Context: an optimization exercise on an open-source flow, tuned for small area, a short achievable clock period and few clock cycles per item. The choices shown serve that exercise and are no tape-out recipe. At most, simulation tests tie the RTL to the original design; equivalence was not proved. Power and IR drop assume default switching activity.

==> module mmu_bounds_guard, before the edit <==
module mmu_bounds_guard
#(
  parameter int ADDR_W = mmu_bounds_guard_pkg::ADDR_W_DEF,
  parameter int SEL_W  = mmu_bounds_guard_pkg::SEL_W_DEF,
  parameter int NSEG   = mmu_bounds_guard_pkg::NSEG_DEF
) (
  input  logic              clk,
  input  logic              rst,
  input  logic              we,
  input  logic [SEL_W-1:0]  sel,
  input  logic [31:0]       lower,
  input  logic [31:0]       upper,
  input  logic              req_valid,
  output logic              req_ready,
  input  logic [ADDR_W-1:0] req_addr,
  input  logic              req_wr,
  output logic              mem_valid,
  input  logic              mem_ready,
  output logic [ADDR_W-1:0] mem_addr,
  output logic              mem_wr,
  output logic              exc,
  output logic [ADDR_W-1:0] exc_addr,
  output logic [SEL_W-1:0]  exc_sel,
  input  logic              exc_ack
);
  logic [SEL_W-1:0]  act;
  logic              dead;
  logic              fresh;
  logic [ADDR_W-1:0] lo;
  logic [ADDR_W-1:0] hi;
  logic              hi_big;
  mmu_bounds_table #(
    .ADDR_W (ADDR_W),
    .SEL_W  (SEL_W),
    .NSEG   (NSEG)
  ) u_table (
    .clk        (clk),
    .rst        (rst),
    .we         (we),
    .sel        (sel),
    .lower      (lower),
    .upper      (upper),
    .active_sel (act),
    .dead       (dead),
    .fresh      (fresh),
    .lo         (lo),
    .hi         (hi),
    .hi_big     (hi_big)
  );
  logic              mv_q;
  logic              ex_q;
  logic              chk_q;
  logic [ADDR_W-1:0] addr_q;
  logic              wr_q;
  logic [SEL_W-1:0]  sel_q;
  logic              free;
  logic              same;
  logic [ADDR_W-1:0] a;
  logic              pass;
  assign free = !((mv_q && !mem_ready) || (ex_q && !exc_ack) || chk_q);
  assign same = we && (sel == act);
  assign a    = chk_q ? addr_q : req_addr;
  assign pass = (fresh && (a == '0)) ||
                (!dead && mmu_bounds_guard_pkg::ge(a, lo) &&
                 (hi_big || mmu_bounds_guard_pkg::ge(hi, a)));
  always_ff @(posedge clk or posedge rst) begin
    if (rst) begin
      mv_q  <= 1'b0;
      ex_q  <= 1'b0;
      chk_q <= 1'b0;
    end else if (chk_q) begin
      mv_q  <= pass;
      ex_q  <= !pass;
      chk_q <= 1'b0;
    end else if (free) begin
      mv_q  <= req_valid && !same && pass;
      ex_q  <= req_valid && !same && !pass;
      chk_q <= req_valid && same;
    end
  end
  always_ff @(posedge clk) begin
    if (free) begin
      addr_q <= req_addr;
      wr_q   <= req_wr;
      sel_q  <= act;
    end
  end
  assign req_ready = free;
  assign mem_valid = mv_q;
  assign mem_addr  = addr_q;
  assign mem_wr    = wr_q;
  assign exc       = ex_q;
  assign exc_addr  = addr_q;
  assign exc_sel   = sel_q;
endmodule
Settings: LEC_CHECK=0, CAP_MARGIN=20, CORE_MARGIN=2, CORE_UTILIZATION=60, SETUP_SLACK_MARGIN=3.0, SLEW_MARGIN=20; clock period 5.5 ns.
run.sh (not shown) runs the stock make flow with config.mk's settings and CLKGATE_MAP_FILE= SYNTH_SCRIPT=/design/flow/synth_recipe.tcl, a recipe that flattens the netlist after the stock synthesis.
The first run failed in global routing.
Testbench counts at the start, summed over its fixed seeds: cycles 16,058, items 16,000.
==> next run, changes <==
--- a/flow/design.v
+++ b/flow/design.v
@@ -2,22 +2,6 @@
   localparam int ADDR_W_DEF = 26;
   localparam int SEL_W_DEF  = 4;
   localparam int NSEG_DEF   = 11;
-  function automatic logic ge(input logic [ADDR_W_DEF-1:0] a,
-                              input logic [ADDR_W_DEF-1:0] b);
-    logic [31:0] g, l;
-    g = '0;
-    l = '0;
-    for (int i = 0; i < ADDR_W_DEF; i++) begin
-      g[i] = a[i] & ~b[i];
-      l[i] = ~a[i] & b[i];
-    end
-    for (int k = 16; k >= 1; k = k / 2)
-      for (int i = 0; i < k; i++) begin
-        g[i] = g[2*i+1] | (~l[2*i+1] & g[2*i]);
-        l[i] = l[2*i+1] | (~g[2*i+1] & l[2*i]);
-      end
-    ge = ~l[0];
-  endfunction
 endpackage
 module mmu_bounds_table
 #(
@@ -118,35 +102,33 @@
     .hi         (hi),
     .hi_big     (hi_big)
   );
+  logic same;
+  logic act_ok;
+  logic pass_cur;
+  logic pass_new;
+  logic pass;
+  assign same   = we && (sel == act);
+  assign act_ok = 32'(act) < NSEG;
+  assign pass_cur = (fresh && (req_addr == '0)) ||
+                    (!dead && (req_addr >= lo) && (hi_big || (req_addr <= hi)));
+  assign pass_new = act_ok && (lower[31:ADDR_W] == '0) &&
+                    (req_addr >= lower[ADDR_W-1:0]) &&
+                    ((upper[31:ADDR_W] != '0) || (req_addr <= upper[ADDR_W-1:0]));
+  assign pass     = same ? pass_new : pass_cur;
   logic              mv_q;
   logic              ex_q;
-  logic              chk_q;
   logic [ADDR_W-1:0] addr_q;
   logic              wr_q;
   logic [SEL_W-1:0]  sel_q;
   logic              free;
-  logic              same;
-  logic [ADDR_W-1:0] a;
-  logic              pass;
-  assign free = !((mv_q && !mem_ready) || (ex_q && !exc_ack) || chk_q);
-  assign same = we && (sel == act);
-  assign a    = chk_q ? addr_q : req_addr;
-  assign pass = (fresh && (a == '0)) ||
-                (!dead && mmu_bounds_guard_pkg::ge(a, lo) &&
-                 (hi_big || mmu_bounds_guard_pkg::ge(hi, a)));
+  assign free = !((mv_q && !mem_ready) || (ex_q && !exc_ack));
   always_ff @(posedge clk or posedge rst) begin
     if (rst) begin
-      mv_q  <= 1'b0;
-      ex_q  <= 1'b0;
-      chk_q <= 1'b0;
-    end else if (chk_q) begin
-      mv_q  <= pass;
-      ex_q  <= !pass;
-      chk_q <= 1'b0;
+      mv_q <= 1'b0;
+      ex_q <= 1'b0;
     end else if (free) begin
-      mv_q  <= req_valid && !same && pass;
-      ex_q  <= req_valid && !same && !pass;
-      chk_q <= req_valid && same;
+      mv_q <= req_valid && pass;
+      ex_q <= req_valid && !pass;
     end
   end
   always_ff @(posedge clk) begin
Outcome: The changed run went through all stages and came out clean. Synthesized cell count went up by 36%. Synthesized area rose by 21%.
Testbench counts after the change, summed over its fixed seeds: cycles 16,008, items 16,000.


The RTL this note starts from:
==> flow/design.v <==
package mmu_bounds_guard_pkg;
  localparam int ADDR_W_DEF = 26;
  localparam int SEL_W_DEF  = 4;
  localparam int NSEG_DEF   = 11;
endpackage
module mmu_bounds_table
#(
  parameter int ADDR_W = mmu_bounds_guard_pkg::ADDR_W_DEF,
  parameter int SEL_W  = mmu_bounds_guard_pkg::SEL_W_DEF,
  parameter int NSEG   = mmu_bounds_guard_pkg::NSEG_DEF
) (
  input  logic              clk,
  input  logic              rst,
  input  logic              we,
  input  logic [SEL_W-1:0]  sel,
  input  logic [31:0]       lower,
  input  logic [31:0]       upper,
  output logic [SEL_W-1:0]  active_sel,
  output logic              dead,
  output logic              fresh,
  output logic [ADDR_W-1:0] lo,
  output logic [ADDR_W-1:0] hi,
  output logic              hi_big
);
  logic [SEL_W-1:0]  act_q;
  logic              dead_q;
  logic              fresh_q;
  logic [ADDR_W-1:0] lo_q;
  logic [ADDR_W-1:0] hi_q;
  logic              hi_big_q;
  always_ff @(posedge clk or posedge rst) begin
    if (rst) begin
      act_q   <= '0;
      dead_q  <= 1'b1;
      fresh_q <= 1'b1;
    end else if (we) begin
      act_q   <= sel;
      dead_q  <= (32'(sel) >= NSEG) || (lower[31:ADDR_W] != '0);
      fresh_q <= 1'b0;
    end
  end
  always_ff @(posedge clk) begin
    if (we) begin
      lo_q     <= lower[ADDR_W-1:0];
      hi_q     <= upper[ADDR_W-1:0];
      hi_big_q <= upper[31:ADDR_W] != '0;
    end
  end
  assign active_sel = act_q;
  assign dead       = dead_q;
  assign fresh      = fresh_q;
  assign lo         = lo_q;
  assign hi         = hi_q;
  assign hi_big     = hi_big_q;
endmodule
module mmu_bounds_guard
#(
  parameter int ADDR_W = mmu_bounds_guard_pkg::ADDR_W_DEF,
  parameter int SEL_W  = mmu_bounds_guard_pkg::SEL_W_DEF,
  parameter int NSEG   = mmu_bounds_guard_pkg::NSEG_DEF
) (
  input  logic              clk,
  input  logic              rst,
  input  logic              we,
  input  logic [SEL_W-1:0]  sel,
  input  logic [31:0]       lower,
  input  logic [31:0]       upper,
  input  logic              req_valid,
  output logic              req_ready,
  input  logic [ADDR_W-1:0] req_addr,
  input  logic              req_wr,
  output logic              mem_valid,
  input  logic              mem_ready,
  output logic [ADDR_W-1:0] mem_addr,
  output logic              mem_wr,
  output logic              exc,
  output logic [ADDR_W-1:0] exc_addr,
  output logic [SEL_W-1:0]  exc_sel,
  input  logic              exc_ack
);
  logic [SEL_W-1:0]  act;
  logic              dead;
  logic              fresh;
  logic [ADDR_W-1:0] lo;
  logic [ADDR_W-1:0] hi;
  logic              hi_big;
  mmu_bounds_table #(
    .ADDR_W (ADDR_W),
    .SEL_W  (SEL_W),
    .NSEG   (NSEG)
  ) u_table (
    .clk        (clk),
    .rst        (rst),
    .we         (we),
    .sel        (sel),
    .lower      (lower),
    .upper      (upper),
    .active_sel (act),
    .dead       (dead),
    .fresh      (fresh),
    .lo         (lo),
    .hi         (hi),
    .hi_big     (hi_big)
  );
  logic same;
  logic act_ok;
  logic pass_cur;
  logic pass_new;
  logic pass;
  assign same   = we && (sel == act);
  assign act_ok = 32'(act) < NSEG;
  assign pass_cur = (fresh && (req_addr == '0)) ||
                    (!dead && (req_addr >= lo) && (hi_big || (req_addr <= hi)));
  assign pass_new = act_ok && (lower[31:ADDR_W] == '0) &&
                    (req_addr >= lower[ADDR_W-1:0]) &&
                    ((upper[31:ADDR_W] != '0) || (req_addr <= upper[ADDR_W-1:0]));
  assign pass     = same ? pass_new : pass_cur;
  logic              mv_q;
  logic              ex_q;
  logic [ADDR_W-1:0] addr_q;
  logic              wr_q;
  logic [SEL_W-1:0]  sel_q;
  logic              free;
  assign free = !((mv_q && !mem_ready) || (ex_q && !exc_ack));
  always_ff @(posedge clk or posedge rst) begin
    if (rst) begin
      mv_q <= 1'b0;
      ex_q <= 1'b0;
    end else if (free) begin
      mv_q <= req_valid && pass;
      ex_q <= req_valid && !pass;
    end
  end
  always_ff @(posedge clk) begin
    if (free) begin
      addr_q <= req_addr;
      wr_q   <= req_wr;
      sel_q  <= act;
    end
  end
  assign req_ready = free;
  assign mem_valid = mv_q;
  assign mem_addr  = addr_q;
  assign mem_wr    = wr_q;
  assign exc       = ex_q;
  assign exc_addr  = addr_q;
  assign exc_sel   = sel_q;
endmodule
Settings: LEC_CHECK=0, CAP_MARGIN=20, CORE_MARGIN=2, CORE_UTILIZATION=40, SLEW_MARGIN=20; clock period 5.5 ns.
Testbench counts at the start, summed over its fixed seeds: cycles 16,008, items 16,000.
Edit:
--- a/flow/design.v
+++ b/flow/design.v
@@ -118,29 +118,46 @@
   logic              mv_q;
   logic              ex_q;
   logic [ADDR_W-1:0] addr_q;
   logic              wr_q;
   logic [SEL_W-1:0]  sel_q;
-  logic              free;
-  assign free = !((mv_q && !mem_ready) || (ex_q && !exc_ack));
+  logic              sk_v;
+  logic              sk_pass;
+  logic [ADDR_W-1:0] sk_addr;
+  logic              sk_wr;
+  logic [SEL_W-1:0]  sk_sel;
+  logic              out_free;
+  logic              acc;
+  assign out_free = !((mv_q && !mem_ready) || (ex_q && !exc_ack));
+  assign acc      = req_valid && !sk_v;
   always_ff @(posedge clk or posedge rst) begin
     if (rst) begin
       mv_q <= 1'b0;
       ex_q <= 1'b0;
-    end else if (free) begin
-      mv_q <= req_valid && pass;
-      ex_q <= req_valid && !pass;
+      sk_v <= 1'b0;
+    end else if (out_free) begin
+      mv_q <= sk_v ? sk_pass  : (acc && pass);
+      ex_q <= sk_v ? !sk_pass : (acc && !pass);
+      sk_v <= 1'b0;
+    end else if (acc) begin
+      sk_v <= 1'b1;
     end
   end
   always_ff @(posedge clk) begin
-    if (free) begin
-      addr_q <= req_addr;
-      wr_q   <= req_wr;
-      sel_q  <= act;
+    if (out_free) begin
+      addr_q <= sk_v ? sk_addr : req_addr;
+      wr_q   <= sk_v ? sk_wr   : req_wr;
+      sel_q  <= sk_v ? sk_sel  : act;
+    end
+    if (!sk_v) begin
+      sk_pass <= pass;
+      sk_addr <= req_addr;
+      sk_wr   <= req_wr;
+      sk_sel  <= act;
     end
   end
-  assign req_ready = free;
+  assign req_ready = !sk_v;
   assign mem_valid = mv_q;
   assign mem_addr  = addr_q;
   assign mem_wr    = wr_q;
   assign exc       = ex_q;
   assign exc_addr  = addr_q;
- design area increases by 19%
- critical path depth grows by 1
- total power rose by 73%
- die area rises by 19%
- maximum frequency is lower by 2.9%
- hold slack degrades by 0.015 ns
Testbench counts after the change, summed over its fixed seeds: cycles 16,008, items 16,000.


## rev 12
mmu_bounds_guard, a different RTL version from the one above (not shown whole).
Size in the first run: roughly 400 cells after synthesis, roughly 4700 µm² of cells after synthesis.
==> module mmu_bounds_mux2i, before the edit <==
module mmu_bounds_mux2i
#(
  parameter int W = 1
) (
  input  logic [W-1:0] a,
  input  logic [W-1:0] b,
  input  logic         s,
  input  logic         sn,
  output logic [W-1:0] y
);
  assign y = ~(({W{s}} & b) | ({W{sn}} & a));
endmodule
==> module mmu_bounds_guard, before the edit <==
module mmu_bounds_guard
#(
  parameter int ADDR_W = mmu_bounds_guard_pkg::ADDR_W_DEF,
  parameter int SEL_W  = mmu_bounds_guard_pkg::SEL_W_DEF,
  parameter int NSEG   = mmu_bounds_guard_pkg::NSEG_DEF
) (
  input  logic              clk,
  input  logic              rst,
  input  logic              we,
  input  logic [SEL_W-1:0]  sel,
  input  logic [31:0]       lower,
  input  logic [31:0]       upper,
  input  logic              req_valid,
  output logic              req_ready,
  input  logic [ADDR_W-1:0] req_addr,
  input  logic              req_wr,
  output logic              mem_valid,
  input  logic              mem_ready,
  output logic [ADDR_W-1:0] mem_addr,
  output logic              mem_wr,
  output logic              exc,
  output logic [ADDR_W-1:0] exc_addr,
  output logic [SEL_W-1:0]  exc_sel,
  input  logic              exc_ack
);
  logic [SEL_W-1:0]  act;
  logic              live;
  logic              written;
  logic [ADDR_W-1:0] lo;
  logic [ADDR_W-1:0] hi;
  logic              hi_big;
  mmu_bounds_table #(
    .ADDR_W (ADDR_W),
    .SEL_W  (SEL_W),
    .NSEG   (NSEG)
  ) u_table (
    .clk        (clk),
    .rst        (rst),
    .we         (we),
    .sel        (sel),
    .lower      (lower),
    .upper      (upper),
    .active_sel (act),
    .live       (live),
    .written    (written),
    .lo         (lo),
    .hi         (hi),
    .hi_big     (hi_big)
  );
  logic              v_q;
  logic              pass_q;
  logic              chk_q;
  logic              busy;
  logic [ADDR_W-1:0] addr_q;
  logic              wr_q;
  logic [SEL_W-1:0]  sel_q;
  logic              free;
  logic              same;
  logic [ADDR_W-1:0] an;
  logic              pass;
  logic n_mv, n_ex;
  mmu_bounds_nand3 u_n_mv (.a(v_q), .b(pass_q),  .c(mem_ready), .y(n_mv));
  mmu_bounds_nand3 u_n_ex (.a(v_q), .b(!pass_q), .c(exc_ack),   .y(n_ex));
  mmu_bounds_nand3 u_rdy  (.a(busy), .b(n_mv), .c(n_ex), .y(req_ready));
  assign busy = v_q || chk_q;
  assign free = !busy || (v_q && (pass_q ? mem_ready : exc_ack));
  assign same = we && (sel == act);
  mmu_bounds_mux2i #(.W(ADDR_W)) u_amux (.a(req_addr), .b(addr_q), .s(chk_q), .sn(!chk_q), .y(an));
  mmu_bounds_check #(.W(ADDR_W)) u_check (
    .an     (an),
    .lo     (lo),
    .hi     (hi),
    .hi_big (hi_big),
    .live    (live),
    .written (written),
    .pass   (pass)
  );
  always_ff @(posedge clk or posedge rst) begin
    if (rst) begin
      v_q   <= 1'b0;
      chk_q <= 1'b0;
    end else if (chk_q) begin
      v_q   <= 1'b1;
      chk_q <= 1'b0;
    end else if (free) begin
      v_q   <= req_valid && !same;
      chk_q <= req_valid && same;
    end
  end
  always_ff @(posedge clk) begin
    if (chk_q || free) begin
      pass_q <= pass;
    end
    if (free) begin
      addr_q <= req_addr;
      wr_q   <= req_wr;
      sel_q  <= act;
    end
  end
  assign mem_valid = v_q && pass_q;
  assign mem_addr  = addr_q;
  assign mem_wr    = wr_q;
  assign exc       = v_q && !pass_q;
  assign exc_addr  = addr_q;
  assign exc_sel   = sel_q;
endmodule
export LEC_CHECK = 0
export CAP_MARGIN = 20
export CORE_MARGIN = 2
export CORE_UTILIZATION = 45
export SETUP_SLACK_MARGIN = 2.8
export SLEW_MARGIN = 20
export SYNTH_HIERARCHICAL = 1
create_clock -name core_clock -period 5.5 [get_ports {clk}]
standard.sh (not shown) runs the stock make flow with config.mk's settings and CLKGATE_MAP_FILE= SYNTH_SCRIPT=/design/flow/synth_recipe.tcl, a recipe that flattens the netlist after the stock synthesis.
==> flow/flow/run.sh <==
#!/bin/bash
# Standard ORFS layout, with plain buf_1 cells on the ports instead of the
# delay buffers buffer_ports picks by default, and the delay-cell families
# kept out of the post-synthesis repairs. Synthesis is the standard one.
set -euo pipefail
PLAT_DONT_USE=$(make -s -C "$FLOW_HOME" DESIGN_CONFIG="$FLOW_CONFIG" print-DONT_USE_CELLS 2>/dev/null | sed -n 's/^DONT_USE_CELLS: //p')
EXTRA="sky130_fd_sc_hd__clkdlybuf4s15_1 sky130_fd_sc_hd__clkdlybuf4s15_2 sky130_fd_sc_hd__clkdlybuf4s18_1 sky130_fd_sc_hd__clkdlybuf4s18_2 sky130_fd_sc_hd__clkdlybuf4s25_1 sky130_fd_sc_hd__clkdlybuf4s25_2 sky130_fd_sc_hd__clkdlybuf4s50_1 sky130_fd_sc_hd__clkdlybuf4s50_2 sky130_fd_sc_hd__dlygate4sd1_1 sky130_fd_sc_hd__dlygate4sd2_1 sky130_fd_sc_hd__dlygate4sd3_1 sky130_fd_sc_hd__dlymetal6s2s_1 sky130_fd_sc_hd__dlymetal6s4s_1 sky130_fd_sc_hd__dlymetal6s6s_1"
echo "platform dont_use: $PLAT_DONT_USE" > flow_vars.log
bash standard.sh synth > synth.log 2>&1
bash standard.sh "BUFFER_PORTS_ARGS=-buffer_cell sky130_fd_sc_hd__buf_1" "POST_FLOORPLAN_TCL=$PWD/flow/downsize.tcl" "DONT_USE_CELLS=$PLAT_DONT_USE $EXTRA" finish > layout.log 2>&1
==> flow/flow/downsize.tcl <==
# Post-floorplan hook: set every combinational cell that synthesis mapped
# at a larger drive strength back to drive 1 (same function), so that the
# repair steps that follow upsize only what timing needs. Registers, ties
# and buffers are left alone.
set db [ord::get_db]
set n 0
foreach inst [[ord::get_db_block] getInsts] {
  set m [[$inst getMaster] getName]
  if {[regexp {^sky130_fd_sc_hd__(a21oi|o21ai|a21o|o21a|nand2|nor2|nand3|nor3|nand4|nor4|a22oi|o22ai|a211oi|o211ai|a31oi|o31ai|mux2i|xor2|xnor2|inv)_(2|4)$} $m -> fam drv]} {
    set small [$db findMaster sky130_fd_sc_hd__${fam}_1]
    if {$small ne "NULL" && $small ne ""} {
      $inst swapMaster $small
      incr n
    }
  }
}
puts "downsize.tcl: set $n cells to drive 1"
Input changes introduced in rev 13 (baseline for comparison: rev 12):
--- a/flow/design.v
+++ b/flow/design.v
@@ -187,6 +187,17 @@
 );
   assign y = ~(a & b & c);
 endmodule
+module mmu_bounds_dffr (
+  input  logic clk,
+  input  logic rst,
+  input  logic d,
+  output logic q
+);
+  always_ff @(posedge clk or posedge rst) begin
+    if (rst) q <= 1'b0;
+    else     q <= d;
+  end
+endmodule
 module mmu_bounds_mux2i
 #(
   parameter int W = 1
@@ -194,10 +205,9 @@
   input  logic [W-1:0] a,
   input  logic [W-1:0] b,
   input  logic         s,
-  input  logic         sn,
   output logic [W-1:0] y
 );
-  assign y = ~(({W{s}} & b) | ({W{sn}} & a));
+  assign y = ~(s ? b : a);
 endmodule
 module mmu_bounds_guard
 #(
@@ -251,7 +261,7 @@
   logic              v_q;
   logic              pass_q;
   logic              chk_q;
-  logic              busy;
+  logic              busy_q;
   logic [ADDR_W-1:0] addr_q;
   logic              wr_q;
   logic [SEL_W-1:0]  sel_q;
@@ -262,11 +272,18 @@
   logic n_mv, n_ex;
   mmu_bounds_nand3 u_n_mv (.a(v_q), .b(pass_q),  .c(mem_ready), .y(n_mv));
   mmu_bounds_nand3 u_n_ex (.a(v_q), .b(!pass_q), .c(exc_ack),   .y(n_ex));
-  mmu_bounds_nand3 u_rdy  (.a(busy), .b(n_mv), .c(n_ex), .y(req_ready));
-  assign busy = v_q || chk_q;
-  assign free = !busy || (v_q && (pass_q ? mem_ready : exc_ack));
+  mmu_bounds_nand3 u_rdy  (.a(busy_q), .b(n_mv), .c(n_ex), .y(req_ready));
+  assign free = !busy_q || (v_q && (pass_q ? mem_ready : exc_ack));
   assign same = we && (sel == act);
-  mmu_bounds_mux2i #(.W(ADDR_W)) u_amux (.a(req_addr), .b(addr_q), .s(chk_q), .sn(!chk_q), .y(an));
+  localparam int AH = ADDR_W / 2;
+  logic chk_d, chk_b_q;
+  assign chk_d = !chk_q && free && req_valid && same;
+  mmu_bounds_dffr u_chk_a (.clk(clk), .rst(rst), .d(chk_d), .q(chk_q));
+  mmu_bounds_dffr u_chk_b (.clk(clk), .rst(rst), .d(chk_d), .q(chk_b_q));
+  mmu_bounds_mux2i #(.W(AH)) u_amux_lo (
+    .a(req_addr[AH-1:0]), .b(addr_q[AH-1:0]), .s(chk_q), .y(an[AH-1:0]));
+  mmu_bounds_mux2i #(.W(ADDR_W-AH)) u_amux_hi (
+    .a(req_addr[ADDR_W-1:AH]), .b(addr_q[ADDR_W-1:AH]), .s(chk_b_q), .y(an[ADDR_W-1:AH]));
   mmu_bounds_check #(.W(ADDR_W)) u_check (
     .an     (an),
     .lo     (lo),
@@ -278,14 +295,13 @@
   );
   always_ff @(posedge clk or posedge rst) begin
     if (rst) begin
-      v_q   <= 1'b0;
-      chk_q <= 1'b0;
+      v_q    <= 1'b0;
+      busy_q <= 1'b0;
     end else if (chk_q) begin
-      v_q   <= 1'b1;
-      chk_q <= 1'b0;
+      v_q    <= 1'b1;
     end else if (free) begin
-      v_q   <= req_valid && !same;
-      chk_q <= req_valid && same;
+      v_q    <= req_valid && !same;
+      busy_q <= req_valid;
     end
   end
   always_ff @(posedge clk) begin
Findings:
Rev 13 completed; timing, DRC and antenna clean. Final net count, rev 13 and rev 12: smaller value in rev 13. Summary of rev 13 over rev 12: synthesized area rose by about 0.4%; met3 capacity usage during global routing fell by 0.74 points. The final reports for rev 13 and rev 12 show share of final layout cell area taken by non-clock buffers lower in the former. Between rev 13 and rev 12, power share of the sequential group is higher for rev 12, rev 13 comes in under that. Summary — fraction of final layout cells with drive strength greater than 1, rev 13 relative to rev 12: lower, by 4.9 points. Instance count of the mapped netlist, rev 13 vs rev 12: up slightly. The starting density of the core was comparable across rev 13 and rev 12. In rev 13 relative to rev 12, detail-routed via count per cell had gone down by a few percent. First-pass GRT wire length of rev 13 exceeds that of rev 12 slightly. For the final period utilization, rev 13 came in 0.32 points higher than rev 12 did. Between rev 12 and rev 13, the clock transition at the registers of the reported paths figures differ only marginally.
No functional check of the RTL was part of any run of this note.

==> afterwards: timing with drivers on the ports <==
Ports are ideal in the flow. The routed layouts listed here were re-timed in OpenROAD.
Step 1: set_driving_cell puts a clkbuf_16 on clk and a buf_2 on each other input, an assumption about the parent block.
Step 2 adds t to the input delays and takes it off the output delays; t is the mean of the earliest and latest rising clock arrival at the registers after step 1. Input paths then give back, and output paths get back, about the clock's delay inside the block.
Slacks: no drivers / after step 1 / after step 2; pairs: no drivers / after step 1.
| run | shift t [ns] | setup slack, ns | worst setup path at the end | worst data-port slew with drivers (ns) |
|---|---|---|---|---|
| the second run of note 1 | 0.422 | 2.488 / 2.477 / 2.055 | input to register | 0.07 |
| the first run of note 2 | 0.385 | 2.015 / 2.013 / 1.644 | input to register | 0.06 |
| the second run of note 2 | 0.463 | 1.912 / 1.921 / 1.458 | input to register | 0.05 |
| rev 12 | 0.393 | 2.886 / 2.864 / 2.580 | input to register | 0.04 |
| rev 13 | 0.389 | 2.868 / 2.844 / 2.562 | input to register | 0.05 |
After both steps setup and hold are still met in every run listed. For the second run of note 2, which loses most, drivers alone change the setup slack by +0.009 ns; drivers and shift together by -0.454 ns.
